This design comes from an exercise in tuning for small area on the open sky130 flow, not from production work.
Where RTL was checked, it was by simulation tests only, not by an equivalence proof against the original.
Function not checked in runs 2 and 3: the RTL went through the layout flow alone.

## flow/design.v (module list and top-level ports; edited modules follow where they fit)
// module tnr_front: 582 lines
// module tnr_step: 99 lines
// module tnr_mix: 225 lines
// module tnr_blend_top: 106 lines
module tnr_blend_top (
    input  logic        clk,
    input  logic        reset,
    input  logic        in_valid,
    input  logic [11:0] cur,
    input  logic [11:0] prev,
    input  logic [8:0]  blend_th0,
    input  logic [8:0]  blend_th1,
    output logic        out_valid,
    output logic [11:0] out_pixel
);
  // ...
==> flow/run.sh <==
#!/bin/bash
# synth_recipe.tcl (not shown) runs the flow's synth.tcl, then flattens the netlist and writes it again
# the make line also repeats each setting of config.mk as NAME=value (left out here)
make -C /OpenROAD-flow-scripts/flow DESIGN_CONFIG=/design/flow/config.mk WORK_HOME=/design/flow/orfs CLKGATE_MAP_FILE= SYNTH_SCRIPT=/design/flow/synth_recipe.tcl finish
==> flow/config.mk <==
export PLATFORM = sky130hd
export DESIGN_NAME = tnr_blend_top
export DESIGN_NICKNAME = tnr_blend_top
export VERILOG_FILES = /design/flow/design.v
export SDC_FILE = /design/flow/constraint.sdc
export NUM_CORES = 4
export LEC_CHECK = 0
export CAP_MARGIN = 20
export CORE_MARGIN = 2
export CORE_UTILIZATION = 60
export CTS_BUF_LIST = sky130_fd_sc_hd__clkbuf_8
export CTS_CLUSTER_DIAMETER = 100
export CTS_CLUSTER_SIZE = 40
export GPL_TIMING_DRIVEN = 0
export SLEW_MARGIN = 20
export SYNTH_HIERARCHICAL = 1
==> flow/constraint.sdc <==
create_clock -name core_clock -period 5.0 [get_ports {clk}]
set_input_delay 1.0000 -clock core_clock [delete_from_list [all_inputs] [get_ports {clk}]]
set_output_delay 1.0000 -clock core_clock [all_outputs]
set_load 0.01 [all_outputs]
==> summary.txt, run 1 <==
The portion of the layout cell area used by non-clock buffers came out at 6.21%. The synthesized area per cell came out at 9.11 sq um. The clock network contribution to total cell area came out at 3.07%.

Setup repair after global routing could not meet its margin everywhere. Across all setup checks in the final design, the least slack found is 0.152 ns. For this floorplan the total number of well-tap instances is 260.

The final-layout fill cell count came out at 1515. The critical path data arrival time came out at 5.16 ns. The final setup TNS came out at 0 ns. The number of max-capacitance violations reported came out at 0. The timing-limited maximum frequency came out at 206 MHz. The first detailed-routing pass ran for 4 iterations.

The average wire length per cell after detail routing is 13.7 um. The run finished with no timing, DRC or antenna violations. The transition time at the pin with the least slew margin is 0.854 ns. Yosys printed 7 warnings.

The number of routed nets with antenna violations is 0. The number of hold violations in the final report came out at 0.

The final critical delay including setup and external delays is 4.85 ns. The class of the tightest hold or removal check is reg2reg. The number of buffers outside the clock class in the layout came out at 84. In this run, post-CTS repair resized a total of 16 instances.

The source of the worst hold timing path is c4_q[3]. The endpoint of the worst setup timing path is c1_base[10].

The number of clock buffers added by TritonCTS is 17. The biggest cell delay along the critical path is 0.64 ns. By area, multi-input combinational cells come first. The met1 layer wirelength in the final routing is 10600 um. The maximum number of pins on one net before global-route repair came out at 24. The fraction of final layout cells sized beyond drive strength 1 is 14.1%. The inverter count came out at 162. Leaving out filler cells and counting taps, the final layout contains 1631.

The final layout contains 1577 nets.
==> module tnr_blend_top, before the edit <==
module tnr_blend_top (
    input  logic        clk,
    input  logic        reset,
    input  logic        in_valid,
    input  logic [11:0] cur,
    input  logic [11:0] prev,
    input  logic [8:0]  blend_th0,
    input  logic [8:0]  blend_th1,
    output logic        out_valid,
    output logic [11:0] out_pixel
);
    logic [11:0] f_base;
    logic [9:0]  f_tm;
    logic [8:0]  f_r;
    logic [8:0]  f_dv;
    tnr_front i_front (
        .cur       (cur),
        .prev      (prev),
        .blend_th0 (blend_th0),
        .blend_th1 (blend_th1),
        .base      (f_base),
        .tm        (f_tm),
        .r         (f_r),
        .dv        (f_dv)
    );
    logic [8:0] r1;
    logic       qb1;
    tnr_step i_step1 (.r(f_r), .dv(f_dv), .rn(r1), .q(qb1));
    logic        c1_v;
    logic [11:0] c1_base;
    logic [9:0]  c1_tm;
    logic [8:0]  c1_r;
    logic [8:0]  c1_dv;
    logic [0:0]  c1_q;
    always_ff @(posedge clk) begin
        if (reset) c1_v <= 1'b0;
        else       c1_v <= in_valid;
    end
    always_ff @(posedge clk) begin
        c1_base <= f_base;
        c1_tm   <= f_tm;
        c1_r    <= r1;
        c1_dv   <= f_dv;
        c1_q    <= {qb1};
    end
    logic [8:0] r2;
    logic       qb2;
    tnr_step i_step2 (.r(c1_r), .dv(c1_dv), .rn(r2), .q(qb2));
    logic [8:0] r3;
    logic       qb3;
    tnr_step i_step3 (.r(r2), .dv(c1_dv), .rn(r3), .q(qb3));
    logic [8:0] r4;
    logic       qb4;
    tnr_step i_step4 (.r(r3), .dv(c1_dv), .rn(r4), .q(qb4));
    logic        c4_v;
    logic [11:0] c4_base;
    logic [9:0]  c4_tm;
    logic [8:0]  c4_r;
    logic [8:0]  c4_dv;
    logic [3:0]  c4_q;
    always_ff @(posedge clk) begin
        if (reset) c4_v <= 1'b0;
        else       c4_v <= c1_v;
    end
    always_ff @(posedge clk) begin
        c4_base <= c1_base;
        c4_tm   <= c1_tm;
        c4_r    <= r4;
        c4_dv   <= c1_dv;
        c4_q    <= {c1_q[0], qb2, qb3, qb4};
    end
    logic [8:0] r5;
    logic       qb5;
    tnr_step i_step5 (.r(c4_r), .dv(c4_dv), .rn(r5), .q(qb5));
    logic [8:0] r6;
    logic       qb6;
    tnr_step i_step6 (.r(r5), .dv(c4_dv), .rn(r6), .q(qb6));
    logic [8:0] r7;
    logic       qb7;
    tnr_step i_step7 (.r(r6), .dv(c4_dv), .rn(r7), .q(qb7));
    logic [8:0] r8;
    logic       qb8;
    tnr_step i_step8 (.r(r7), .dv(c4_dv), .rn(r8), .q(qb8));
    logic        c8_v;
    logic [11:0] c8_base;
    logic [9:0]  c8_tm;
    logic [7:0]  c8_q;
    always_ff @(posedge clk) begin
        if (reset) c8_v <= 1'b0;
        else       c8_v <= c4_v;
    end
    always_ff @(posedge clk) begin
        c8_base <= c4_base;
        c8_tm   <= c4_tm;
        c8_q    <= {c4_q[3], c4_q[2], c4_q[1], c4_q[0], qb5, qb6, qb7, qb8};
    end
    logic [11:0] mix;
    tnr_mix i_mix (.q({c8_q[7], c8_q[6], c8_q[5], c8_q[4], c8_q[3], c8_q[2], c8_q[1], c8_q[0]}), .tm(c8_tm), .base(c8_base), .o(mix));
    always_ff @(posedge clk) begin
        if (reset) out_valid <= 1'b0;
        else       out_valid <= c8_v;
    end
    always_ff @(posedge clk) begin
        out_pixel <= mix;
    end
endmodule
==> inputs of run 2 (changes only) <==
--- a/flow/design.v
+++ b/flow/design.v
@@ -114,16 +114,99 @@
     assign ft_P4[10] = ft_P3[10] & ft_P3[7];
     assign ft_G4[11] = ft_G3[11] | (ft_P3[11] & ft_G3[7]);
     assign ft_P4[11] = ft_P3[11] & ft_P3[7];
     wire [11:0] ft_bin = {ft_G4[10:0], 1'b0};
     wire [11:0] ft_df = ft_a ^ ft_b ^ ft_bin;
     wire [11:0] t12 = {ft_df[11], ft_df[10], ft_df[9], ft_df[8], ft_df[7], ft_df[6], ft_df[5], ft_df[4], ft_df[3], ft_df[2], ft_df[1], ft_df[0]};
     wire s = ft_G4[11];    
     wire big = s ? !(&t12[11:9] && |t12[8:0]) : |t12[11:9];
+    wire [8:0] fu_a = {prev[8], prev[7], prev[6], prev[5], prev[4], prev[3], prev[2], prev[1], prev[0]};
+    wire [8:0] fu_b = {cur[8], cur[7], cur[6], cur[5], cur[4], cur[3], cur[2], cur[1], cur[0]};
+    wire [8:0] fu_g = ~fu_a & fu_b;
+    wire [8:0] fu_pp = ~(fu_a ^ fu_b);
+    wire [8:0] fu_G1, fu_P1;
+    assign fu_G1[0] = fu_g[0];
+    assign fu_P1[0] = fu_pp[0];
+    assign fu_G1[1] = fu_g[1] | (fu_pp[1] & fu_g[0]);
+    assign fu_P1[1] = fu_pp[1] & fu_pp[0];
+    assign fu_G1[2] = fu_g[2];
+    assign fu_P1[2] = fu_pp[2];
+    assign fu_G1[3] = fu_g[3] | (fu_pp[3] & fu_g[2]);
+    assign fu_P1[3] = fu_pp[3] & fu_pp[2];
+    assign fu_G1[4] = fu_g[4];
+    assign fu_P1[4] = fu_pp[4];
+    assign fu_G1[5] = fu_g[5] | (fu_pp[5] & fu_g[4]);
+    assign fu_P1[5] = fu_pp[5] & fu_pp[4];
+    assign fu_G1[6] = fu_g[6];
+    assign fu_P1[6] = fu_pp[6];
+    assign fu_G1[7] = fu_g[7] | (fu_pp[7] & fu_g[6]);
+    assign fu_P1[7] = fu_pp[7] & fu_pp[6];
+    assign fu_G1[8] = fu_g[8];
+    assign fu_P1[8] = fu_pp[8];
+    wire [8:0] fu_G2, fu_P2;
+    assign fu_G2[0] = fu_G1[0];
+    assign fu_P2[0] = fu_P1[0];
+    assign fu_G2[1] = fu_G1[1];
+    assign fu_P2[1] = fu_P1[1];
+    assign fu_G2[2] = fu_G1[2] | (fu_P1[2] & fu_G1[1]);
+    assign fu_P2[2] = fu_P1[2] & fu_P1[1];
+    assign fu_G2[3] = fu_G1[3] | (fu_P1[3] & fu_G1[1]);
+    assign fu_P2[3] = fu_P1[3] & fu_P1[1];
+    assign fu_G2[4] = fu_G1[4];
+    assign fu_P2[4] = fu_P1[4];
+    assign fu_G2[5] = fu_G1[5];
+    assign fu_P2[5] = fu_P1[5];
+    assign fu_G2[6] = fu_G1[6] | (fu_P1[6] & fu_G1[5]);
+    assign fu_P2[6] = fu_P1[6] & fu_P1[5];
+    assign fu_G2[7] = fu_G1[7] | (fu_P1[7] & fu_G1[5]);
+    assign fu_P2[7] = fu_P1[7] & fu_P1[5];
+    assign fu_G2[8] = fu_G1[8];
+    assign fu_P2[8] = fu_P1[8];
+    wire [8:0] fu_G3, fu_P3;
+    assign fu_G3[0] = fu_G2[0];
+    assign fu_P3[0] = fu_P2[0];
+    assign fu_G3[1] = fu_G2[1];
+    assign fu_P3[1] = fu_P2[1];
+    assign fu_G3[2] = fu_G2[2];
+    assign fu_P3[2] = fu_P2[2];
+    assign fu_G3[3] = fu_G2[3];
+    assign fu_P3[3] = fu_P2[3];
+    assign fu_G3[4] = fu_G2[4] | (fu_P2[4] & fu_G2[3]);
+    assign fu_P3[4] = fu_P2[4] & fu_P2[3];
+    assign fu_G3[5] = fu_G2[5] | (fu_P2[5] & fu_G2[3]);
+    assign fu_P3[5] = fu_P2[5] & fu_P2[3];
+    assign fu_G3[6] = fu_G2[6] | (fu_P2[6] & fu_G2[3]);
+    assign fu_P3[6] = fu_P2[6] & fu_P2[3];
+    assign fu_G3[7] = fu_G2[7] | (fu_P2[7] & fu_G2[3]);
+    assign fu_P3[7] = fu_P2[7] & fu_P2[3];
+    assign fu_G3[8] = fu_G2[8];
+    assign fu_P3[8] = fu_P2[8];
+    wire [8:0] fu_G4, fu_P4;
+    assign fu_G4[0] = fu_G3[0];
+    assign fu_P4[0] = fu_P3[0];
+    assign fu_G4[1] = fu_G3[1];
+    assign fu_P4[1] = fu_P3[1];
+    assign fu_G4[2] = fu_G3[2];
+    assign fu_P4[2] = fu_P3[2];
+    assign fu_G4[3] = fu_G3[3];
+    assign fu_P4[3] = fu_P3[3];
+    assign fu_G4[4] = fu_G3[4];
+    assign fu_P4[4] = fu_P3[4];
+    assign fu_G4[5] = fu_G3[5];
+    assign fu_P4[5] = fu_P3[5];
+    assign fu_G4[6] = fu_G3[6];
+    assign fu_P4[6] = fu_P3[6];
+    assign fu_G4[7] = fu_G3[7];
+    assign fu_P4[7] = fu_P3[7];
+    assign fu_G4[8] = fu_G3[8] | (fu_P3[8] & fu_G3[7]);
+    assign fu_P4[8] = fu_P3[8] & fu_P3[7];
+    wire [8:0] fu_bin = {fu_G4[7:0], 1'b0};
+    wire [8:0] fu_df = fu_a ^ fu_b ^ fu_bin;
+    wire [8:0] u9 = {fu_df[8], fu_df[7], fu_df[6], fu_df[5], fu_df[4], fu_df[3], fu_df[2], fu_df[1], fu_df[0]};
     wire [9:0] fpn_ks, fpn_kc;
     assign fpn_ks[0] = cur[0] ^ ~prev[0] ^ ~blend_th0[0];
     assign fpn_kc[0] = (cur[0] & ~prev[0]) | (cur[0] & ~blend_th0[0]) | (~prev[0] & ~blend_th0[0]);
     assign fpn_ks[1] = cur[1] ^ ~prev[1] ^ ~blend_th0[1];
     assign fpn_kc[1] = (cur[1] & ~prev[1]) | (cur[1] & ~blend_th0[1]) | (~prev[1] & ~blend_th0[1]);
     assign fpn_ks[2] = cur[2] ^ ~prev[2] ^ ~blend_th0[2];
     assign fpn_kc[2] = (cur[2] & ~prev[2]) | (cur[2] & ~blend_th0[2]) | (~prev[2] & ~blend_th0[2]);
     assign fpn_ks[3] = cur[3] ^ ~prev[3] ^ ~blend_th0[3];
@@ -338,244 +421,180 @@
     assign fnn_pG4[7] = fnn_pG3[7];
     assign fnn_pP4[7] = fnn_pP3[7];
     assign fnn_pG4[8] = fnn_pG3[8] | (fnn_pP3[8] & fnn_pG3[7]);
     assign fnn_pP4[8] = fnn_pP3[8] & fnn_pP3[7];
     assign fnn_pG4[9] = fnn_pG3[9] | (fnn_pP3[9] & fnn_pG3[7]);
     assign fnn_pP4[9] = fnn_pP3[9] & fnn_pP3[7];
     wire [9:0] fnn_pcin = {fnn_pG4[8:0], 1'b1};
     wire [9:0] fnn_ps = fnn_px ^ fnn_pcin;
-    wire [9:0] fpm_ks, fpm_kc;
-    assign fpm_ks[0] = cur[0] ^ ~prev[0] ^ ~blend_th1[0];
-    assign fpm_kc[0] = (cur[0] & ~prev[0]) | (cur[0] & ~blend_th1[0]) | (~prev[0] & ~blend_th1[0]);
-    assign fpm_ks[1] = cur[1] ^ ~prev[1] ^ ~blend_th1[1];
-    assign fpm_kc[1] = (cur[1] & ~prev[1]) | (cur[1] & ~blend_th1[1]) | (~prev[1] & ~blend_th1[1]);
-    assign fpm_ks[2] = cur[2] ^ ~prev[2] ^ ~blend_th1[2];
-    assign fpm_kc[2] = (cur[2] & ~prev[2]) | (cur[2] & ~blend_th1[2]) | (~prev[2] & ~blend_th1[2]);
-    assign fpm_ks[3] = cur[3] ^ ~prev[3] ^ ~blend_th1[3];
-    assign fpm_kc[3] = (cur[3] & ~prev[3]) | (cur[3] & ~blend_th1[3]) | (~prev[3] & ~blend_th1[3]);
-    assign fpm_ks[4] = cur[4] ^ ~prev[4] ^ ~blend_th1[4];
-    assign fpm_kc[4] = (cur[4] & ~prev[4]) | (cur[4] & ~blend_th1[4]) | (~prev[4] & ~blend_th1[4]);
-    assign fpm_ks[5] = cur[5] ^ ~prev[5] ^ ~blend_th1[5];
-    assign fpm_kc[5] = (cur[5] & ~prev[5]) | (cur[5] & ~blend_th1[5]) | (~prev[5] & ~blend_th1[5]);
-    assign fpm_ks[6] = cur[6] ^ ~prev[6] ^ ~blend_th1[6];
-    assign fpm_kc[6] = (cur[6] & ~prev[6]) | (cur[6] & ~blend_th1[6]) | (~prev[6] & ~blend_th1[6]);
-    assign fpm_ks[7] = cur[7] ^ ~prev[7] ^ ~blend_th1[7];
-    assign fpm_kc[7] = (cur[7] & ~prev[7]) | (cur[7] & ~blend_th1[7]) | (~prev[7] & ~blend_th1[7]);
-    assign fpm_ks[8] = cur[8] ^ ~prev[8] ^ ~blend_th1[8];
-    assign fpm_kc[8] = (cur[8] & ~prev[8]) | (cur[8] & ~blend_th1[8]) | (~prev[8] & ~blend_th1[8]);
-    assign fpm_ks[9] = cur[9] ^ ~prev[9] ^ ~1'b0;
-    assign fpm_kc[9] = (cur[9] & ~prev[9]) | (cur[9] & ~1'b0) | (~prev[9] & ~1'b0);
-    wire [9:0] fpm_pa = {fpm_ks[9], fpm_ks[8], fpm_ks[7], fpm_ks[6], fpm_ks[5], fpm_ks[4], fpm_ks[3], fpm_ks[2], fpm_ks[1], fpm_ks[0]};
-    wire [9:0] fpm_pb = {fpm_kc[8], fpm_kc[7], fpm_kc[6], fpm_kc[5], fpm_kc[4], fpm_kc[3], fpm_kc[2], fpm_kc[1], fpm_kc[0], 1'b1};
-    wire [9:0] fpm_pg = fpm_pa & fpm_pb;
-    wire [9:0] fpm_px = fpm_pa ^ fpm_pb;
-    wire [9:0] fpm_pg0 = {fpm_pg[9:1], fpm_pg[0] | (fpm_px[0] & 1'b1)};
-    wire [9:0] fpm_pG1, fpm_pP1;
-    assign fpm_pG1[0] = fpm_pg0[0];
-    assign fpm_pP1[0] = fpm_px[0];
-    assign fpm_pG1[1] = fpm_pg0[1] | (fpm_px[1] & fpm_pg0[0]);
-    assign fpm_pP1[1] = fpm_px[1] & fpm_px[0];
-    assign fpm_pG1[2] = fpm_pg0[2];
-    assign fpm_pP1[2] = fpm_px[2];
-    assign fpm_pG1[3] = fpm_pg0[3] | (fpm_px[3] & fpm_pg0[2]);
-    assign fpm_pP1[3] = fpm_px[3] & fpm_px[2];
-    assign fpm_pG1[4] = fpm_pg0[4];
-    assign fpm_pP1[4] = fpm_px[4];
-    assign fpm_pG1[5] = fpm_pg0[5] | (fpm_px[5] & fpm_pg0[4]);
-    assign fpm_pP1[5] = fpm_px[5] & fpm_px[4];
-    assign fpm_pG1[6] = fpm_pg0[6];
-    assign fpm_pP1[6] = fpm_px[6];
-    assign fpm_pG1[7] = fpm_pg0[7] | (fpm_px[7] & fpm_pg0[6]);
-    assign fpm_pP1[7] = fpm_px[7] & fpm_px[6];
-    assign fpm_pG1[8] = fpm_pg0[8];
-    assign fpm_pP1[8] = fpm_px[8];
-    assign fpm_pG1[9] = fpm_pg0[9] | (fpm_px[9] & fpm_pg0[8]);
-    assign fpm_pP1[9] = fpm_px[9] & fpm_px[8];
-    wire [9:0] fpm_pG2, fpm_pP2;
-    assign fpm_pG2[0] = fpm_pG1[0];
-    assign fpm_pP2[0] = fpm_pP1[0];
-    assign fpm_pG2[1] = fpm_pG1[1];
-    assign fpm_pP2[1] = fpm_pP1[1];
-    assign fpm_pG2[2] = fpm_pG1[2] | (fpm_pP1[2] & fpm_pG1[1]);
-    assign fpm_pP2[2] = fpm_pP1[2] & fpm_pP1[1];
-    assign fpm_pG2[3] = fpm_pG1[3] | (fpm_pP1[3] & fpm_pG1[1]);
-    assign fpm_pP2[3] = fpm_pP1[3] & fpm_pP1[1];
-    assign fpm_pG2[4] = fpm_pG1[4];
-    assign fpm_pP2[4] = fpm_pP1[4];
-    assign fpm_pG2[5] = fpm_pG1[5];
-    assign fpm_pP2[5] = fpm_pP1[5];
-    assign fpm_pG2[6] = fpm_pG1[6] | (fpm_pP1[6] & fpm_pG1[5]);
-    assign fpm_pP2[6] = fpm_pP1[6] & fpm_pP1[5];
-    assign fpm_pG2[7] = fpm_pG1[7] | (fpm_pP1[7] & fpm_pG1[5]);
-    assign fpm_pP2[7] = fpm_pP1[7] & fpm_pP1[5];
-    assign fpm_pG2[8] = fpm_pG1[8];
-    assign fpm_pP2[8] = fpm_pP1[8];
-    assign fpm_pG2[9] = fpm_pG1[9];
-    assign fpm_pP2[9] = fpm_pP1[9];
-    wire [9:0] fpm_pG3, fpm_pP3;
-    assign fpm_pG3[0] = fpm_pG2[0];
-    assign fpm_pP3[0] = fpm_pP2[0];
-    assign fpm_pG3[1] = fpm_pG2[1];
-    assign fpm_pP3[1] = fpm_pP2[1];
-    assign fpm_pG3[2] = fpm_pG2[2];
-    assign fpm_pP3[2] = fpm_pP2[2];
-    assign fpm_pG3[3] = fpm_pG2[3];
-    assign fpm_pP3[3] = fpm_pP2[3];
-    assign fpm_pG3[4] = fpm_pG2[4] | (fpm_pP2[4] & fpm_pG2[3]);
-    assign fpm_pP3[4] = fpm_pP2[4] & fpm_pP2[3];
-    assign fpm_pG3[5] = fpm_pG2[5] | (fpm_pP2[5] & fpm_pG2[3]);
-    assign fpm_pP3[5] = fpm_pP2[5] & fpm_pP2[3];
-    assign fpm_pG3[6] = fpm_pG2[6] | (fpm_pP2[6] & fpm_pG2[3]);
-    assign fpm_pP3[6] = fpm_pP2[6] & fpm_pP2[3];
-    assign fpm_pG3[7] = fpm_pG2[7] | (fpm_pP2[7] & fpm_pG2[3]);
-    assign fpm_pP3[7] = fpm_pP2[7] & fpm_pP2[3];
-    assign fpm_pG3[8] = fpm_pG2[8];
-    assign fpm_pP3[8] = fpm_pP2[8];
-    assign fpm_pG3[9] = fpm_pG2[9];
-    assign fpm_pP3[9] = fpm_pP2[9];
-    wire [9:0] fpm_pG4, fpm_pP4;
-    assign fpm_pG4[0] = fpm_pG3[0];
-    assign fpm_pP4[0] = fpm_pP3[0];
-    assign fpm_pG4[1] = fpm_pG3[1];
-    assign fpm_pP4[1] = fpm_pP3[1];
-    assign fpm_pG4[2] = fpm_pG3[2];
-    assign fpm_pP4[2] = fpm_pP3[2];
-    assign fpm_pG4[3] = fpm_pG3[3];
-    assign fpm_pP4[3] = fpm_pP3[3];
-    assign fpm_pG4[4] = fpm_pG3[4];
-    assign fpm_pP4[4] = fpm_pP3[4];
-    assign fpm_pG4[5] = fpm_pG3[5];
-    assign fpm_pP4[5] = fpm_pP3[5];
-    assign fpm_pG4[6] = fpm_pG3[6];
-    assign fpm_pP4[6] = fpm_pP3[6];
-    assign fpm_pG4[7] = fpm_pG3[7];
-    assign fpm_pP4[7] = fpm_pP3[7];
-    assign fpm_pG4[8] = fpm_pG3[8] | (fpm_pP3[8] & fpm_pG3[7]);
-    assign fpm_pP4[8] = fpm_pP3[8] & fpm_pP3[7];
-    assign fpm_pG4[9] = fpm_pG3[9] | (fpm_pP3[9] & fpm_pG3[7]);
-    assign fpm_pP4[9] = fpm_pP3[9] & fpm_pP3[7];
-    wire [9:0] fpm_pcin = {fpm_pG4[8:0], 1'b1};
-    wire [9:0] fpm_ps = fpm_px ^ fpm_pcin;
-    wire [9:0] fnm_ks, fnm_kc;
-    assign fnm_ks[0] = prev[0] ^ ~cur[0] ^ ~blend_th1[0];
-    assign fnm_kc[0] = (prev[0] & ~cur[0]) | (prev[0] & ~blend_th1[0]) | (~cur[0] & ~blend_th1[0]);
-    assign fnm_ks[1] = prev[1] ^ ~cur[1] ^ ~blend_th1[1];
-    assign fnm_kc[1] = (prev[1] & ~cur[1]) | (prev[1] & ~blend_th1[1]) | (~cur[1] & ~blend_th1[1]);
-    assign fnm_ks[2] = prev[2] ^ ~cur[2] ^ ~blend_th1[2];
-    assign fnm_kc[2] = (prev[2] & ~cur[2]) | (prev[2] & ~blend_th1[2]) | (~cur[2] & ~blend_th1[2]);
-    assign fnm_ks[3] = prev[3] ^ ~cur[3] ^ ~blend_th1[3];
-    assign fnm_kc[3] = (prev[3] & ~cur[3]) | (prev[3] & ~blend_th1[3]) | (~cur[3] & ~blend_th1[3]);
-    assign fnm_ks[4] = prev[4] ^ ~cur[4] ^ ~blend_th1[4];
-    assign fnm_kc[4] = (prev[4] & ~cur[4]) | (prev[4] & ~blend_th1[4]) | (~cur[4] & ~blend_th1[4]);
-    assign fnm_ks[5] = prev[5] ^ ~cur[5] ^ ~blend_th1[5];
-    assign fnm_kc[5] = (prev[5] & ~cur[5]) | (prev[5] & ~blend_th1[5]) | (~cur[5] & ~blend_th1[5]);
-    assign fnm_ks[6] = prev[6] ^ ~cur[6] ^ ~blend_th1[6];
-    assign fnm_kc[6] = (prev[6] & ~cur[6]) | (prev[6] & ~blend_th1[6]) | (~cur[6] & ~blend_th1[6]);
-    assign fnm_ks[7] = prev[7] ^ ~cur[7] ^ ~blend_th1[7];
-    assign fnm_kc[7] = (prev[7] & ~cur[7]) | (prev[7] & ~blend_th1[7]) | (~cur[7] & ~blend_th1[7]);
-    assign fnm_ks[8] = prev[8] ^ ~cur[8] ^ ~blend_th1[8];
-    assign fnm_kc[8] = (prev[8] & ~cur[8]) | (prev[8] & ~blend_th1[8]) | (~cur[8] & ~blend_th1[8]);
-    assign fnm_ks[9] = prev[9] ^ ~cur[9] ^ ~1'b0;
-    assign fnm_kc[9] = (prev[9] & ~cur[9]) | (prev[9] & ~1'b0) | (~cur[9] & ~1'b0);
-    wire [9:0] fnm_pa = {fnm_ks[9], fnm_ks[8], fnm_ks[7], fnm_ks[6], fnm_ks[5], fnm_ks[4], fnm_ks[3], fnm_ks[2], fnm_ks[1], fnm_ks[0]};
-    wire [9:0] fnm_pb = {fnm_kc[8], fnm_kc[7], fnm_kc[6], fnm_kc[5], fnm_kc[4], fnm_kc[3], fnm_kc[2], fnm_kc[1], fnm_kc[0], 1'b1};
-    wire [9:0] fnm_pg = fnm_pa & fnm_pb;
-    wire [9:0] fnm_px = fnm_pa ^ fnm_pb;
-    wire [9:0] fnm_pg0 = {fnm_pg[9:1], fnm_pg[0] | (fnm_px[0] & 1'b1)};
-    wire [9:0] fnm_pG1, fnm_pP1;
-    assign fnm_pG1[0] = fnm_pg0[0];
-    assign fnm_pP1[0] = fnm_px[0];
-    assign fnm_pG1[1] = fnm_pg0[1] | (fnm_px[1] & fnm_pg0[0]);
-    assign fnm_pP1[1] = fnm_px[1] & fnm_px[0];
-    assign fnm_pG1[2] = fnm_pg0[2];
-    assign fnm_pP1[2] = fnm_px[2];
-    assign fnm_pG1[3] = fnm_pg0[3] | (fnm_px[3] & fnm_pg0[2]);
-    assign fnm_pP1[3] = fnm_px[3] & fnm_px[2];
-    assign fnm_pG1[4] = fnm_pg0[4];
-    assign fnm_pP1[4] = fnm_px[4];
-    assign fnm_pG1[5] = fnm_pg0[5] | (fnm_px[5] & fnm_pg0[4]);
-    assign fnm_pP1[5] = fnm_px[5] & fnm_px[4];
-    assign fnm_pG1[6] = fnm_pg0[6];
-    assign fnm_pP1[6] = fnm_px[6];
-    assign fnm_pG1[7] = fnm_pg0[7] | (fnm_px[7] & fnm_pg0[6]);
-    assign fnm_pP1[7] = fnm_px[7] & fnm_px[6];
-    assign fnm_pG1[8] = fnm_pg0[8];
-    assign fnm_pP1[8] = fnm_px[8];
-    assign fnm_pG1[9] = fnm_pg0[9] | (fnm_px[9] & fnm_pg0[8]);
-    assign fnm_pP1[9] = fnm_px[9] & fnm_px[8];
-    wire [9:0] fnm_pG2, fnm_pP2;
-    assign fnm_pG2[0] = fnm_pG1[0];
-    assign fnm_pP2[0] = fnm_pP1[0];
-    assign fnm_pG2[1] = fnm_pG1[1];
-    assign fnm_pP2[1] = fnm_pP1[1];
-    assign fnm_pG2[2] = fnm_pG1[2] | (fnm_pP1[2] & fnm_pG1[1]);
-    assign fnm_pP2[2] = fnm_pP1[2] & fnm_pP1[1];
-    assign fnm_pG2[3] = fnm_pG1[3] | (fnm_pP1[3] & fnm_pG1[1]);
-    assign fnm_pP2[3] = fnm_pP1[3] & fnm_pP1[1];
-    assign fnm_pG2[4] = fnm_pG1[4];
-    assign fnm_pP2[4] = fnm_pP1[4];
-    assign fnm_pG2[5] = fnm_pG1[5];
-    assign fnm_pP2[5] = fnm_pP1[5];
-    assign fnm_pG2[6] = fnm_pG1[6] | (fnm_pP1[6] & fnm_pG1[5]);
-    assign fnm_pP2[6] = fnm_pP1[6] & fnm_pP1[5];
-    assign fnm_pG2[7] = fnm_pG1[7] | (fnm_pP1[7] & fnm_pG1[5]);
-    assign fnm_pP2[7] = fnm_pP1[7] & fnm_pP1[5];
-    assign fnm_pG2[8] = fnm_pG1[8];
-    assign fnm_pP2[8] = fnm_pP1[8];
-    assign fnm_pG2[9] = fnm_pG1[9];
-    assign fnm_pP2[9] = fnm_pP1[9];
-    wire [9:0] fnm_pG3, fnm_pP3;
-    assign fnm_pG3[0] = fnm_pG2[0];
-    assign fnm_pP3[0] = fnm_pP2[0];
-    assign fnm_pG3[1] = fnm_pG2[1];
-    assign fnm_pP3[1] = fnm_pP2[1];
-    assign fnm_pG3[2] = fnm_pG2[2];
-    assign fnm_pP3[2] = fnm_pP2[2];
-    assign fnm_pG3[3] = fnm_pG2[3];
-    assign fnm_pP3[3] = fnm_pP2[3];
-    assign fnm_pG3[4] = fnm_pG2[4] | (fnm_pP2[4] & fnm_pG2[3]);
-    assign fnm_pP3[4] = fnm_pP2[4] & fnm_pP2[3];
-    assign fnm_pG3[5] = fnm_pG2[5] | (fnm_pP2[5] & fnm_pG2[3]);
-    assign fnm_pP3[5] = fnm_pP2[5] & fnm_pP2[3];
-    assign fnm_pG3[6] = fnm_pG2[6] | (fnm_pP2[6] & fnm_pG2[3]);
-    assign fnm_pP3[6] = fnm_pP2[6] & fnm_pP2[3];
-    assign fnm_pG3[7] = fnm_pG2[7] | (fnm_pP2[7] & fnm_pG2[3]);
-    assign fnm_pP3[7] = fnm_pP2[7] & fnm_pP2[3];
-    assign fnm_pG3[8] = fnm_pG2[8];
-    assign fnm_pP3[8] = fnm_pP2[8];
-    assign fnm_pG3[9] = fnm_pG2[9];
-    assign fnm_pP3[9] = fnm_pP2[9];
-    wire [9:0] fnm_pG4, fnm_pP4;
-    assign fnm_pG4[0] = fnm_pG3[0];
-    assign fnm_pP4[0] = fnm_pP3[0];
-    assign fnm_pG4[1] = fnm_pG3[1];
-    assign fnm_pP4[1] = fnm_pP3[1];
-    assign fnm_pG4[2] = fnm_pG3[2];
-    assign fnm_pP4[2] = fnm_pP3[2];
-    assign fnm_pG4[3] = fnm_pG3[3];
-    assign fnm_pP4[3] = fnm_pP3[3];
-    assign fnm_pG4[4] = fnm_pG3[4];
-    assign fnm_pP4[4] = fnm_pP3[4];
-    assign fnm_pG4[5] = fnm_pG3[5];
-    assign fnm_pP4[5] = fnm_pP3[5];
-    assign fnm_pG4[6] = fnm_pG3[6];
-    assign fnm_pP4[6] = fnm_pP3[6];
-    assign fnm_pG4[7] = fnm_pG3[7];
-    assign fnm_pP4[7] = fnm_pP3[7];
-    assign fnm_pG4[8] = fnm_pG3[8] | (fnm_pP3[8] & fnm_pG3[7]);
-    assign fnm_pP4[8] = fnm_pP3[8] & fnm_pP3[7];
-    assign fnm_pG4[9] = fnm_pG3[9] | (fnm_pP3[9] & fnm_pG3[7]);
-    assign fnm_pP4[9] = fnm_pP3[9] & fnm_pP3[7];
-    wire [9:0] fnm_pcin = {fnm_pG4[8:0], 1'b1};
-    wire [9:0] fnm_ps = fnm_px ^ fnm_pcin;
     wire [9:0] n_pos = {fpn_ps[9], fpn_ps[8], fpn_ps[7], fpn_ps[6], fpn_ps[5], fpn_ps[4], fpn_ps[3], fpn_ps[2], fpn_ps[1], fpn_ps[0]};
     wire [9:0] n_neg = {fnn_ps[9], fnn_ps[8], fnn_ps[7], fnn_ps[6], fnn_ps[5], fnn_ps[4], fnn_ps[3], fnn_ps[2], fnn_ps[1], fnn_ps[0]};
+    wire [8:0] fa1_a = {t12[8], t12[7], t12[6], t12[5], t12[4], t12[3], t12[2], t12[1], t12[0]};
+    wire [8:0] fa1_b = {blend_th1[8], blend_th1[7], blend_th1[6], blend_th1[5], blend_th1[4], blend_th1[3], blend_th1[2], blend_th1[1], blend_th1[0]};
+    wire [8:0] fa1_g = ~fa1_a & fa1_b;
+    wire [8:0] fa1_pp = ~(fa1_a ^ fa1_b);
+    wire [8:0] fa1_G1, fa1_P1;
+    assign fa1_G1[0] = fa1_g[0];
+    assign fa1_P1[0] = fa1_pp[0];
+    assign fa1_G1[1] = fa1_g[1] | (fa1_pp[1] & fa1_g[0]);
+    assign fa1_P1[1] = fa1_pp[1] & fa1_pp[0];
+    assign fa1_G1[2] = fa1_g[2];
+    assign fa1_P1[2] = fa1_pp[2];
+    assign fa1_G1[3] = fa1_g[3] | (fa1_pp[3] & fa1_g[2]);
+    assign fa1_P1[3] = fa1_pp[3] & fa1_pp[2];
+    assign fa1_G1[4] = fa1_g[4];
+    assign fa1_P1[4] = fa1_pp[4];
+    assign fa1_G1[5] = fa1_g[5] | (fa1_pp[5] & fa1_g[4]);
+    assign fa1_P1[5] = fa1_pp[5] & fa1_pp[4];
+    assign fa1_G1[6] = fa1_g[6];
+    assign fa1_P1[6] = fa1_pp[6];
+    assign fa1_G1[7] = fa1_g[7] | (fa1_pp[7] & fa1_g[6]);
+    assign fa1_P1[7] = fa1_pp[7] & fa1_pp[6];
+    assign fa1_G1[8] = fa1_g[8];
+    assign fa1_P1[8] = fa1_pp[8];
+    wire [8:0] fa1_G2, fa1_P2;
+    assign fa1_G2[0] = fa1_G1[0];
+    assign fa1_P2[0] = fa1_P1[0];
+    assign fa1_G2[1] = fa1_G1[1];
+    assign fa1_P2[1] = fa1_P1[1];
+    assign fa1_G2[2] = fa1_G1[2] | (fa1_P1[2] & fa1_G1[1]);
+    assign fa1_P2[2] = fa1_P1[2] & fa1_P1[1];
+    assign fa1_G2[3] = fa1_G1[3] | (fa1_P1[3] & fa1_G1[1]);
+    assign fa1_P2[3] = fa1_P1[3] & fa1_P1[1];
+    assign fa1_G2[4] = fa1_G1[4];
+    assign fa1_P2[4] = fa1_P1[4];
+    assign fa1_G2[5] = fa1_G1[5];
+    assign fa1_P2[5] = fa1_P1[5];
+    assign fa1_G2[6] = fa1_G1[6] | (fa1_P1[6] & fa1_G1[5]);
+    assign fa1_P2[6] = fa1_P1[6] & fa1_P1[5];
+    assign fa1_G2[7] = fa1_G1[7] | (fa1_P1[7] & fa1_G1[5]);
+    assign fa1_P2[7] = fa1_P1[7] & fa1_P1[5];
+    assign fa1_G2[8] = fa1_G1[8];
+    assign fa1_P2[8] = fa1_P1[8];
+    wire [8:0] fa1_G3, fa1_P3;
+    assign fa1_G3[0] = fa1_G2[0];
+    assign fa1_P3[0] = fa1_P2[0];
+    assign fa1_G3[1] = fa1_G2[1];
+    assign fa1_P3[1] = fa1_P2[1];
+    assign fa1_G3[2] = fa1_G2[2];
+    assign fa1_P3[2] = fa1_P2[2];
+    assign fa1_G3[3] = fa1_G2[3];
+    assign fa1_P3[3] = fa1_P2[3];
+    assign fa1_G3[4] = fa1_G2[4] | (fa1_P2[4] & fa1_G2[3]);
+    assign fa1_P3[4] = fa1_P2[4] & fa1_P2[3];
+    assign fa1_G3[5] = fa1_G2[5] | (fa1_P2[5] & fa1_G2[3]);
+    assign fa1_P3[5] = fa1_P2[5] & fa1_P2[3];
+    assign fa1_G3[6] = fa1_G2[6] | (fa1_P2[6] & fa1_G2[3]);
+    assign fa1_P3[6] = fa1_P2[6] & fa1_P2[3];
+    assign fa1_G3[7] = fa1_G2[7] | (fa1_P2[7] & fa1_G2[3]);
+    assign fa1_P3[7] = fa1_P2[7] & fa1_P2[3];
+    assign fa1_G3[8] = fa1_G2[8];
+    assign fa1_P3[8] = fa1_P2[8];
+    wire [8:0] fa1_G4, fa1_P4;
+    assign fa1_G4[0] = fa1_G3[0];
+    assign fa1_P4[0] = fa1_P3[0];
+    assign fa1_G4[1] = fa1_G3[1];
+    assign fa1_P4[1] = fa1_P3[1];
+    assign fa1_G4[2] = fa1_G3[2];
+    assign fa1_P4[2] = fa1_P3[2];
+    assign fa1_G4[3] = fa1_G3[3];
+    assign fa1_P4[3] = fa1_P3[3];
+    assign fa1_G4[4] = fa1_G3[4];
+    assign fa1_P4[4] = fa1_P3[4];
+    assign fa1_G4[5] = fa1_G3[5];
+    assign fa1_P4[5] = fa1_P3[5];
+    assign fa1_G4[6] = fa1_G3[6];
+    assign fa1_P4[6] = fa1_P3[6];
+    assign fa1_G4[7] = fa1_G3[7];
+    assign fa1_P4[7] = fa1_P3[7];
+    assign fa1_G4[8] = fa1_G3[8] | (fa1_P3[8] & fa1_G3[7]);
+    assign fa1_P4[8] = fa1_P3[8] & fa1_P3[7];
+    wire [8:0] fb1_a = {u9[8], u9[7], u9[6], u9[5], u9[4], u9[3], u9[2], u9[1], u9[0]};
+    wire [8:0] fb1_b = {blend_th1[8], blend_th1[7], blend_th1[6], blend_th1[5], blend_th1[4], blend_th1[3], blend_th1[2], blend_th1[1], blend_th1[0]};
+    wire [8:0] fb1_g = ~fb1_a & fb1_b;
+    wire [8:0] fb1_pp = ~(fb1_a ^ fb1_b);
+    wire [8:0] fb1_G1, fb1_P1;
+    assign fb1_G1[0] = fb1_g[0];
+    assign fb1_P1[0] = fb1_pp[0];
+    assign fb1_G1[1] = fb1_g[1] | (fb1_pp[1] & fb1_g[0]);
+    assign fb1_P1[1] = fb1_pp[1] & fb1_pp[0];
+    assign fb1_G1[2] = fb1_g[2];
+    assign fb1_P1[2] = fb1_pp[2];
+    assign fb1_G1[3] = fb1_g[3] | (fb1_pp[3] & fb1_g[2]);
+    assign fb1_P1[3] = fb1_pp[3] & fb1_pp[2];
+    assign fb1_G1[4] = fb1_g[4];
+    assign fb1_P1[4] = fb1_pp[4];
+    assign fb1_G1[5] = fb1_g[5] | (fb1_pp[5] & fb1_g[4]);
+    assign fb1_P1[5] = fb1_pp[5] & fb1_pp[4];
+    assign fb1_G1[6] = fb1_g[6];
+    assign fb1_P1[6] = fb1_pp[6];
+    assign fb1_G1[7] = fb1_g[7] | (fb1_pp[7] & fb1_g[6]);
+    assign fb1_P1[7] = fb1_pp[7] & fb1_pp[6];
+    assign fb1_G1[8] = fb1_g[8];
+    assign fb1_P1[8] = fb1_pp[8];
+    wire [8:0] fb1_G2, fb1_P2;
+    assign fb1_G2[0] = fb1_G1[0];
+    assign fb1_P2[0] = fb1_P1[0];
+    assign fb1_G2[1] = fb1_G1[1];
+    assign fb1_P2[1] = fb1_P1[1];
+    assign fb1_G2[2] = fb1_G1[2] | (fb1_P1[2] & fb1_G1[1]);
+    assign fb1_P2[2] = fb1_P1[2] & fb1_P1[1];
+    assign fb1_G2[3] = fb1_G1[3] | (fb1_P1[3] & fb1_G1[1]);
+    assign fb1_P2[3] = fb1_P1[3] & fb1_P1[1];
+    assign fb1_G2[4] = fb1_G1[4];
+    assign fb1_P2[4] = fb1_P1[4];
+    assign fb1_G2[5] = fb1_G1[5];
+    assign fb1_P2[5] = fb1_P1[5];
+    assign fb1_G2[6] = fb1_G1[6] | (fb1_P1[6] & fb1_G1[5]);
+    assign fb1_P2[6] = fb1_P1[6] & fb1_P1[5];
+    assign fb1_G2[7] = fb1_G1[7] | (fb1_P1[7] & fb1_G1[5]);
+    assign fb1_P2[7] = fb1_P1[7] & fb1_P1[5];
+    assign fb1_G2[8] = fb1_G1[8];
+    assign fb1_P2[8] = fb1_P1[8];
+    wire [8:0] fb1_G3, fb1_P3;
+    assign fb1_G3[0] = fb1_G2[0];
+    assign fb1_P3[0] = fb1_P2[0];
+    assign fb1_G3[1] = fb1_G2[1];
+    assign fb1_P3[1] = fb1_P2[1];
+    assign fb1_G3[2] = fb1_G2[2];
+    assign fb1_P3[2] = fb1_P2[2];
+    assign fb1_G3[3] = fb1_G2[3];
+    assign fb1_P3[3] = fb1_P2[3];
+    assign fb1_G3[4] = fb1_G2[4] | (fb1_P2[4] & fb1_G2[3]);
+    assign fb1_P3[4] = fb1_P2[4] & fb1_P2[3];
+    assign fb1_G3[5] = fb1_G2[5] | (fb1_P2[5] & fb1_G2[3]);
+    assign fb1_P3[5] = fb1_P2[5] & fb1_P2[3];
+    assign fb1_G3[6] = fb1_G2[6] | (fb1_P2[6] & fb1_G2[3]);
+    assign fb1_P3[6] = fb1_P2[6] & fb1_P2[3];
+    assign fb1_G3[7] = fb1_G2[7] | (fb1_P2[7] & fb1_G2[3]);
+    assign fb1_P3[7] = fb1_P2[7] & fb1_P2[3];
+    assign fb1_G3[8] = fb1_G2[8];
+    assign fb1_P3[8] = fb1_P2[8];
+    wire [8:0] fb1_G4, fb1_P4;
+    assign fb1_G4[0] = fb1_G3[0];
+    assign fb1_P4[0] = fb1_P3[0];
+    assign fb1_G4[1] = fb1_G3[1];
+    assign fb1_P4[1] = fb1_P3[1];
+    assign fb1_G4[2] = fb1_G3[2];
+    assign fb1_P4[2] = fb1_P3[2];
+    assign fb1_G4[3] = fb1_G3[3];
+    assign fb1_P4[3] = fb1_P3[3];
+    assign fb1_G4[4] = fb1_G3[4];
+    assign fb1_P4[4] = fb1_P3[4];
+    assign fb1_G4[5] = fb1_G3[5];
+    assign fb1_P4[5] = fb1_P3[5];
+    assign fb1_G4[6] = fb1_G3[6];
+    assign fb1_P4[6] = fb1_P3[6];
+    assign fb1_G4[7] = fb1_G3[7];
+    assign fb1_P4[7] = fb1_P3[7];
+    assign fb1_G4[8] = fb1_G3[8] | (fb1_P3[8] & fb1_G3[7]);
+    assign fb1_P4[8] = fb1_P3[8] & fb1_P3[7];
     wire lt0 = s ? n_neg[9] : n_pos[9];
-    wire lt1 = s ? fnm_ps[9] : fpm_ps[9];
+    wire lt1 = s ? fb1_G4[8] : fa1_G4[8];
     wire        blend     = !big && !lt0 && lt1;
     wire        take_prev = !big && (lt0 || lt1);
     wire [11:0] f_base = take_prev ? prev : cur;
     wire [9:0]  f_tm   = blend ? {s, t12[8:0]} : 10'd0;
     wire [8:0]  f_r    = s ? n_neg[8:0] : n_pos[8:0];
     wire [8:0]  f_dv   = 9'(blend_th1 - blend_th0);
     assign base = f_base;
     assign tm   = f_tm;
@@ -676,16 +695,60 @@
     assign s0_G4[8] = s0_G3[8] | (s0_P3[8] & s0_G3[0]);
     assign s0_P4[8] = s0_P3[8] & s0_P3[0];
     assign s0_G4[9] = s0_G3[9] | (s0_P3[9] & s0_G3[1]);
     assign s0_P4[9] = s0_P3[9] & s0_P3[1];
     wire [9:0] s0_bin = {s0_G4[8:0], 1'b0};
     assign q = ~s0_G4[9];
     assign rn = s0_an[8:0] ^ ({9{q}} & (s0_d[8:0] ^ s0_bin[8:0]));
 endmodule
+module tnr_step_small (
+    input  logic [8:0] r,
+    input  logic [8:0] dv,
+    output logic [8:0] rn,
+    output logic       q
+);
+    wire [9:0] s0_an = {r, 1'b1};
+    wire [9:0] s0_a = ~s0_an;
+    wire [9:0] s0_d = {1'b0, dv};
+    wire [9:0] s0_g = ~s0_a & s0_d;
+    wire [9:0] s0_pp = ~s0_a | s0_d;
+    wire s0_n1g = s0_g[1] | (s0_pp[1] & s0_g[0]);
+    wire s0_n1p = s0_pp[1] & s0_pp[0];
+    wire s0_n2g = s0_g[3] | (s0_pp[3] & s0_g[2]);
+    wire s0_n2p = s0_pp[3] & s0_pp[2];
+    wire s0_n3g = s0_g[5] | (s0_pp[5] & s0_g[4]);
+    wire s0_n3p = s0_pp[5] & s0_pp[4];
+    wire s0_n4g = s0_g[7] | (s0_pp[7] & s0_g[6]);
+    wire s0_n4p = s0_pp[7] & s0_pp[6];
+    wire s0_n5g = s0_g[9] | (s0_pp[9] & s0_g[8]);
+    wire s0_n5p = s0_pp[9] & s0_pp[8];
+    wire s0_n6g = s0_n2g | (s0_n2p & s0_n1g);
+    wire s0_n6p = s0_n2p & s0_n1p;
+    wire s0_n7g = s0_n4g | (s0_n4p & s0_n3g);
+    wire s0_n7p = s0_n4p & s0_n3p;
+    wire s0_n8g = s0_n7g | (s0_n7p & s0_n6g);
+    wire s0_n8p = s0_n7p & s0_n6p;
+    wire s0_n9g = s0_n3g | (s0_n3p & s0_n6g);
+    wire s0_n9p = s0_n3p & s0_n6p;
+    wire s0_n10g = s0_n5g | (s0_n5p & s0_n8g);
+    wire s0_n10p = s0_n5p & s0_n8p;
+    wire s0_n11g = s0_g[2] | (s0_pp[2] & s0_n1g);
+    wire s0_n11p = s0_pp[2] & s0_n1p;
+    wire s0_n12g = s0_g[4] | (s0_pp[4] & s0_n6g);
+    wire s0_n12p = s0_pp[4] & s0_n6p;
+    wire s0_n13g = s0_g[6] | (s0_pp[6] & s0_n9g);
+    wire s0_n13p = s0_pp[6] & s0_n9p;
+    wire s0_n14g = s0_g[8] | (s0_pp[8] & s0_n8g);
+    wire s0_n14p = s0_pp[8] & s0_n8p;
+    wire [9:0] s0_GF = {s0_n10g, s0_n14g, s0_n8g, s0_n13g, s0_n9g, s0_n12g, s0_n6g, s0_n11g, s0_n1g, s0_g[0]};
+    wire [9:0] s0_bin = {s0_GF[8:0], 1'b0};
+    assign q = ~s0_GF[9];
+    assign rn = s0_an[8:0] ^ ({9{q}} & (s0_d[8:0] ^ s0_bin[8:0]));
+endmodule
 module tnr_mix (
     input  logic [7:0]  q,
     input  logic [9:0]  tm,
     input  logic [11:0] base,
     output logic [11:0] o
 );
     wire pp_0_0 = q[0] & tm[0];
     wire pp_0_1 = q[0] & tm[1];
@@ -928,17 +991,17 @@
         .blend_th1 (blend_th1),
         .base      (f_base),
         .tm        (f_tm),
         .r         (f_r),
         .dv        (f_dv)
     );
     logic [8:0] r1;
     logic       qb1;
-    tnr_step i_step1 (.r(f_r), .dv(f_dv), .rn(r1), .q(qb1));
+    tnr_step_small i_step1 (.r(f_r), .dv(f_dv), .rn(r1), .q(qb1));
     logic        c1_v;
     logic [11:0] c1_base;
     logic [9:0]  c1_tm;
     logic [8:0]  c1_r;
     logic [8:0]  c1_dv;
     logic [0:0]  c1_q;
     always_ff @(posedge clk) begin
         if (reset) c1_v <= 1'b0;
@@ -948,23 +1011,23 @@
         c1_base <= f_base;
         c1_tm   <= f_tm;
         c1_r    <= r1;
         c1_dv   <= f_dv;
         c1_q    <= {qb1};
     end
     logic [8:0] r2;
     logic       qb2;
-    tnr_step i_step2 (.r(c1_r), .dv(c1_dv), .rn(r2), .q(qb2));
+    tnr_step_small i_step2 (.r(c1_r), .dv(c1_dv), .rn(r2), .q(qb2));
     logic [8:0] r3;
     logic       qb3;
-    tnr_step i_step3 (.r(r2), .dv(c1_dv), .rn(r3), .q(qb3));
+    tnr_step_small i_step3 (.r(r2), .dv(c1_dv), .rn(r3), .q(qb3));
     logic [8:0] r4;
     logic       qb4;
-    tnr_step i_step4 (.r(r3), .dv(c1_dv), .rn(r4), .q(qb4));
+    tnr_step_small i_step4 (.r(r3), .dv(c1_dv), .rn(r4), .q(qb4));
     logic        c4_v;
     logic [11:0] c4_base;
     logic [9:0]  c4_tm;
     logic [8:0]  c4_r;
     logic [8:0]  c4_dv;
     logic [3:0]  c4_q;
     always_ff @(posedge clk) begin
         if (reset) c4_v <= 1'b0;
==> flow/config.mk (replaced) <==
export PLATFORM = sky130hd
export DESIGN_NAME = tnr_blend_top
export DESIGN_NICKNAME = tnr_blend_top
export VERILOG_FILES = /design/flow/design.v
export SDC_FILE = /design/flow/constraint.sdc
export NUM_CORES = 4
export LEC_CHECK = 0
export CAP_MARGIN = 20
export CORE_MARGIN = 2
export CORE_UTILIZATION = 60
export CTS_BUF_LIST = sky130_fd_sc_hd__clkbuf_8
export GPL_TIMING_DRIVEN = 0
export SLEW_MARGIN = 20
export SYNTH_HIERARCHICAL = 1
==> run 2 against run 1 <==
Net effect:
- still clean on timing, DRC and antenna
- first-iteration DRC count grew 11%
- worst setup slack got worse by 0.026 ns
- fmax shrank 0.53%
==> summary.txt, run 2 <==
The global-route wire length before repair came out at 37400 um. For this block, the routed nets add up to 22000 um of wire. The number of nets in the finished design was 1548 (-1.8%).

Dividing the detail-routed via count by the number of cells gives 5.41. The average wire length per cell after detail routing is 13.9 um (+1.4%). The fraction of final layout cells sized beyond drive strength 1 was 15.2% (+1.1 points). The buffer levels on the longest clock path came out at 2. The worst-case clock skew came out at 0.0134 ns.

The worst slew slack as a fraction of its limit came out at 55.6%. For hold timing, the worst endpoint is c8_base[8]. The synthesized netlist cell count came out at 1242. The maximum fanout along the worst path is 10. Leaving out fill and tap cells, the most frequent cells in the layout are inv_1, dfxtp_1, nor2_1.

The via count of the first global-routing pass came out at 8147. Measured along the y axis, the die boundary spans 141 um. The number of hold violations in the final report came out at 0 (unchanged). The total of warnings raised by yosys was 7 (unchanged).

The number of routed nets with antenna violations is 0 (unchanged). The transition time at the pin with the least slew margin is 0.661 ns (-0.193 ns). The startpoint identified for the worst register-to-register timing path is c4_dv[0]. The detailed-route via count came out at 8555.

The final setup TNS is 0 ns (unchanged). The worst setup path is of the reg2reg kind. TritonCTS built the clock tree. The synthesized area per cell was 9.11 sq um (about the same). The H-tree generated during clock tree synthesis spans 4 levels. The number of cell instances on the worst register-to-register path came out at 23. The clock tree root driver cell is clkbuf_8. The core box area came out at 18600 sq um. The number of core rows is 50. Once the floorplan was initialized, standard cells occupied 60.9% of the core.

The flow ran to the end and the layout has no timing, DRC or antenna violations. The number of buffers created by CTS is 17 (unchanged). The final critical delay including setup and external delays is 4.87 ns (+0.0258 ns). The min-delay analysis places its worst path in the category reg2reg. The worst setup path is captured at a flip-flop. The congestion estimate from routability-driven global placement came to 0.838.

The timing-limited maximum frequency is 205 MHz (-0.53%). The total global-route track usage is 22.8%. The clock input transition at the sequential cells of the worst setup and hold paths is 0.08 ns.

The final routed DRC violation total came out at 0. The library cell used most frequently in the layout, excluding fill and tap cells, is inv_1. The critical path data arrival time is 5.20 ns (+0.04 ns).

The synthesized netlist net count is 1456. The horizontal extent of the die is 141 um. In this run the cell area of the synthesized design comes to 11300 sq um.

Setup violations remaining at the end of the flow were counted as 0. The source of the worst hold timing path is c4_base[8]. The final count of pins violating max slew was 0.

The number of buffers inserted by port buffering came out at 57. The number of max-capacitance violations reported is 0 (unchanged). The reg-to-reg setup timing slack came out at 0.13 ns. The worst hold margin is 0.318 ns. The HPWL after detailed placement came out at 17800 um. The count of clock tree sinks is 131. The clock latency on the worst-skew pair came out at 0.43 ns. The cell count of the worst hold path is 0. The maximum number of pins on one net before global-route repair is 24 (unchanged).

The area growth from synthesis to final layout came out at 15.5%. In this run the critical register-to-register path is captured at c8_q[0]. 0 antenna diodes ended up in the layout. The final global-route overflow total came out at 0. The die covers 20000 sq um. The worst path required time came out at 5.33 ns.

The iteration count of the initial detailed-routing pass is 5 (+1). The first routing iteration left 378 violations. The initial antenna violation count is 0. Setup repair after global routing could not meet its margin everywhere. Dividing the final minimum period by the clock period gives 97.5%.

The top-level port count is 58. STA classifies the critical path startpoint as a flip-flop.

In this run, post-CTS hold repair placed 0 buffers.
[run 2: worst max path at each step]
stage	startpoint	endpoint	slack, ns	depth (start not counted)
2_1_floorplan	c4_dv[3]	c8_q[0]	0.31	23
3_5_place_dp	cur[5]	c1_r[7]	-0.92	15
5_1_grt	c4_dv[0]	c8_q[0]	-0.16	23
6_report	c4_dv[0]	c8_q[0]	0.13	23
4_1_cts	c4_dv[6]	c8_q[0]	0.02	24
3_3_place_gp	cur[5]	c1_r[7]	-0.92	15
[run 2: metal layers]
metal	global-route usage, %	wire length [um]
met1	30.0	10100
met2	39.2	10800
met3	3.81	836
met4	6.11	341
met5	0	0
[run 2: area by class of cell]
| cell class | instances | area [sq um] |
|---|---|---|
| flip-flops and latches | 131 | 2650 |
| multi-input cells | 949 | 8290 |
| clock buffers | 18 | 248 |
| fillers | 1521 | 5510 |
| inverters | 146 | 548 |
| repair buffers | 73 | 703 |
| well taps | 234 | 293 |
| plain buffers | 16 | 114 |
| clock inverters | 14 | 225 |
[run 2: per-stage QoR]
step	setup WS [ns]	util [%]	area (sq um)	instances
after floorplan	0.315	-	11300	1242
after global placement	-0.924	65.5	12200	1533
after detailed placement	-0.921	65.5	12200	1533
after CTS	0.0200	68.5	12700	1570
after global routing	-0.155	70.3	13100	1581
final	0.126	70.3	13100	1581
[run 2: repair_timing]
action | CTS | global route
resized for setup | 15 | 70
pin swaps | 3 | 13
buffers inserted | 5 | 11
endpoints found under the setup margin | 23 | 37
[run 2: critical path, stage by stage (launching register included)]
cell and delay [ns]:
dfxtp_4 0.39, maj3_2 0.36, o211ai_2 0.19, a211oi_1 0.12, o21a_4 0.25, nor2_2 0.15
xor2_2 0.26, a31o_2 0.22, a21oi_1 0.10, a211oi_2 0.27, o21a_4 0.23, nor2_2 0.07
xor2_2 0.18, a31oi_1 0.18, nor2_1 0.08, maj3_2 0.31, o21a_4 0.25, nor2_1 0.15
xor2_1 0.28, a31o_2 0.21, a21oi_1 0.08, a211oi_2 0.25, o21a_4 0.15, inv_1 0.03
==> inputs of run 3 (changes only) <==
==> flow/flow/run.sh (new file) <==
#!/bin/bash
# The standard layout (standard.sh, all steps) with one change: the
# buffer placed on every input and output port is the smallest buffer,
# sky130_fd_sc_hd__buf_1, instead of the default clkdlybuf4s50_1.
# All tool output goes to standard.log in this folder; ORFS keeps its own
# per-step logs under orfs/logs/.
export BUFFER_PORTS_ARGS="-buffer_cell sky130_fd_sc_hd__buf_1"
bash standard.sh > standard.log 2>&1
status=$?
tail -n 30 standard.log
exit $status
==> flow/standard.sh (new file) <==
#!/bin/bash
# synth_recipe.tcl (not shown) runs the flow's synth.tcl, then flattens the netlist and writes it again
# the make line also repeats each setting of config.mk as NAME=value (left out here)
make -C /OpenROAD-flow-scripts/flow DESIGN_CONFIG=/design/flow/config.mk WORK_HOME=/design/flow/orfs CLKGATE_MAP_FILE= SYNTH_SCRIPT=/design/flow/synth_recipe.tcl "${@:-finish}"
removed: flow/run.sh
==> run 3 against run 2 <==
Net effect:
- still clean
- final area down 2.1%
- register-to-register slack improved by 0.04 ns
- wire length is essentially flat
- fmax is 0.92% higher
- via count down 0.27%
- count of clock-buffer cells in the layout did not move
- global-route usage is 0.21 points higher
==> summary.txt, run 3 <==
The number of nets in the finished design came out at 1558 (+0.65%). The critical path data arrival time is 5.17 ns (-0.03 ns). The setup path with the least slack is of type reg2reg.

The number of core rows came out at 50 (unchanged). The commonest non-fill, non-tap cell in the layout is inv_1. The average wire length per cell after detail routing is 13.8 um (-0.65%). The number of buffers inserted by port buffering is 57 (unchanged).

The number of max-capacitance violations reported is 0 (unchanged). The total global-route track usage is 23.0% (+0.21 points). The final routed DRC violation total came out at 0 (unchanged). The synthesized area per cell came out at 9.11 sq um (unchanged). The category of the worst setup path launch point is a flip-flop. The iteration count of the initial detailed-routing pass is 5 (unchanged). The via count of the first global-routing pass is 7959 (-2.3%). The number of buffers created by CTS came to 17 (unchanged). The last weighted congestion value of the routability-driven placer came out at 0.847 (+1.0%).

The reg-to-reg setup timing slack came out at 0.17 ns (+0.04 ns). The count of clock tree sinks is 131 (unchanged). The worst register-to-register path ends at c8_q[0]. The number of vias per cell is 5.36 (-0.90%). The final count of pins violating max slew came out at 0 (unchanged).

The period utilization was 96.6% (-0.89 points). The number of routed nets with antenna violations is 0 (unchanged). The run finished with no timing, DRC or antenna violations.

The global-route wire length before repair came to 37600 um (+0.67%). The met3 usage is 3.98% (+0.17 points). The overall die area is 20000 sq um (unchanged).

In this run the most critical hold path is launched from c1_base[9]. The final global-route overflow total is 0 (unchanged). The deepest level of the CTS H-tree is 4 (unchanged). The worst setup path is captured at a flip-flop. The detailed-route via count came to 8532 (-0.27%).

The maximum fanout along the worst path is 8 (-2). The synthesized netlist net count came out at 1456 (unchanged). The area growth from synthesis to final layout is 13.0%. The y dimension of the die came out at 141 um (unchanged). The total of warnings raised by yosys came out at 7 (unchanged). The HPWL after detailed placement came to 17600 um (-0.79%). The worst hold margin is 0.319 ns (+0.000325 ns). The number of setup violations in the final report was 0 (unchanged). The clock input transition at the sequential cells of the worst setup and hold paths came out at 0.08 ns (about the same).

The worst slew slack as a fraction of its limit came out at 51.5% (-4.1 points). The number of cell instances on the worst register-to-register path is 23 (unchanged). For hold timing, the worst endpoint is c4_base[9].

The horizontal extent of the die is 141 um (unchanged). The worst path required time is 5.34 ns (about the same). The synthesized netlist cell count is 1242 (unchanged).

The launching point of the worst reg2reg path is c4_dv[1]. The maximum number of pins on one net before global-route repair is 24 (unchanged). The starting density of the core is 60.9% (unchanged).

After global routing, the most crowded layer is met2. The fraction of final layout cells sized beyond drive strength 1 is 15.9% (+0.70 points). The met1 usage in global routing came out at 32.2% (+2.2 points). In the layout the commonest cells are inv_1, dfxtp_1, nor2_1. The number of hold violations in the final report came out at 0 (unchanged). The met2 track demand over resource came out at 36.6% (-2.6 points).

The DRC marker count from the first detailed-route iteration is 329 (-13%). The clock latency on the worst-skew pair was 0.44 ns (about the same). The antenna diode instance count is 0 (unchanged).

The cell sitting at the root of the clock tree is a clkbuf_8. The final routed wirelength across all metal layers is 22000 um (about the same). TritonCTS built the clock tree. The core box area is 18600 sq um (unchanged). The buffer levels on the longest clock path came out at 2 (unchanged). The cell count of the worst hold path was 0 (unchanged). The top-level port count is 58 (unchanged). The class of the tightest hold or removal check is reg2reg. The final-layout fill cell count is 1588 (+4.4%).

The timing-limited maximum frequency is 207 MHz (+0.92%). The transition time at the pin with the least slew margin is 0.707 ns (+0.0460 ns). The final critical delay including setup and external delays was 4.83 ns (-0.0443 ns). The area taken by multi-input logic gates came out at 8310 sq um (+0.30%). The synthesized cell area is 11300 sq um (unchanged). The area occupied by registers is 2650 sq um (about the same). The initial antenna violation count is 0 (unchanged). The worst-case clock skew came to 0.0166 ns (+0.00315 ns).
==> run 3: per-layer routing <==
layer | vias to the layer above | wire length (um)
met4 | 0 | 450
met2 | 123 | 10300
met1 | 4026 | 10700
met3 | 22 | 571
li1 | 4361 | -
met5 | - | 0
==> run 3: worst max-delay path by stage <==
| stage | from | to | slack (ns) | cells after the start |
|---|---|---|---|---|
| 6_report | c4_dv[1] | c8_q[0] | 0.17 | 23 |
| 5_1_grt | c4_dv[1] | c8_q[0] | -0.07 | 24 |
| 4_1_cts | c4_dv[6] | c8_q[0] | -0.08 | 24 |
| 3_5_place_dp | cur[5] | c1_r[7] | -0.63 | 15 |
| 3_3_place_gp | cur[5] | c1_r[7] | -0.60 | 15 |
| 2_1_floorplan | c4_dv[3] | c8_q[0] | 0.31 | 23 |
==> run 3: final cells by class <==
class                           count  area share, %
Sequential cell                   131           20.7
Clock buffer                       18           1.94
Inverter                          146           4.29
Buffer                             16          0.871
Multi-Input combinational cell    949           65.0
Clock inverter                     14           1.66
Timing Repair Buffer               83           3.21
Tap cell                          234           2.29
==> run 3: worst max-delay path, cell delays in order (launching register included) <==
cell and delay, ns:
dfxtp_4 0.38, maj3_2 0.35, o211ai_2 0.23, a211oi_2 0.11
o21a_4 0.28, nor2_4 0.13, xor2_2 0.26, o22a_1 0.27
o211ai_4 0.10, a211oi_2 0.25, o21a_4 0.23, nor2_2 0.07
xor2_2 0.21, a31oi_1 0.18, nor2_1 0.08, maj3_2 0.31
o21a_4 0.25, nor2_4 0.13, xor2_2 0.19, o22a_1 0.18
o211ai_2 0.09, a211oi_2 0.24, o21a_4 0.15, inv_1 0.03
==> run 3: timing repair <==
item,4_1_cts,5_1_grt
pin swaps,0,29
resized for setup,12,69
endpoints found under the setup margin,16,24
buffers inserted,0,26
hold buffers,0,0
==> run 3: stage by stage <==
stage | cell area (sq um) | setup TNS [ns] | setup WS [ns] | cells | utilization [%]
floorplan | 11300 | 0 | 0.315 | 1242 | -
global placement | 11800 | -6.95 | -0.597 | 1533 | 63.6
detailed placement | 11800 | -7.96 | -0.628 | 1533 | 63.6
CTS | 12300 | -0.0818 | -0.0818 | 1565 | 66.3
global route | 12800 | -0.0999 | -0.0661 | 1591 | 68.8
finish | 12800 | 0 | 0.170 | 1591 | 68.8

-- separate check: timing with driven ports --
No port has a modelled driver above. Below, the same layouts with a new extraction and two added sets of constraints. Step 1 assumes that a clkbuf_16 drives the clock port and a buf_2 every other input. Step 2 times the ports against the registers' clock, not the clock port: input delays grow and output delays shrink by t, the midpoint of the rising clock arrivals with the driver on. Three values: ideal ports, drivers, drivers and shift; two values: the first two.
run | t (ns) | setup slack, ns | clock arrival spread, ns | slew at the worst register clock pin (ns)
run 1 | 0.461 | 0.152 / 0.168 / -0.293 | 0.019 / 0.019 | 0.08 / 0.08
run 2 | 0.462 | 0.126 / 0.126 / -0.206 | 0.014 / 0.015 | 0.08 / 0.08
run 3 | 0.473 | 0.170 / 0.170 / -0.203 | 0.017 / 0.017 | 0.08 / 0.08
Met with ideal ports but missed after step 2: setup timing in every run listed. The setup slack of run 1, which loses most, moves by +0.016 ns with the drivers and by -0.445 ns with both steps.
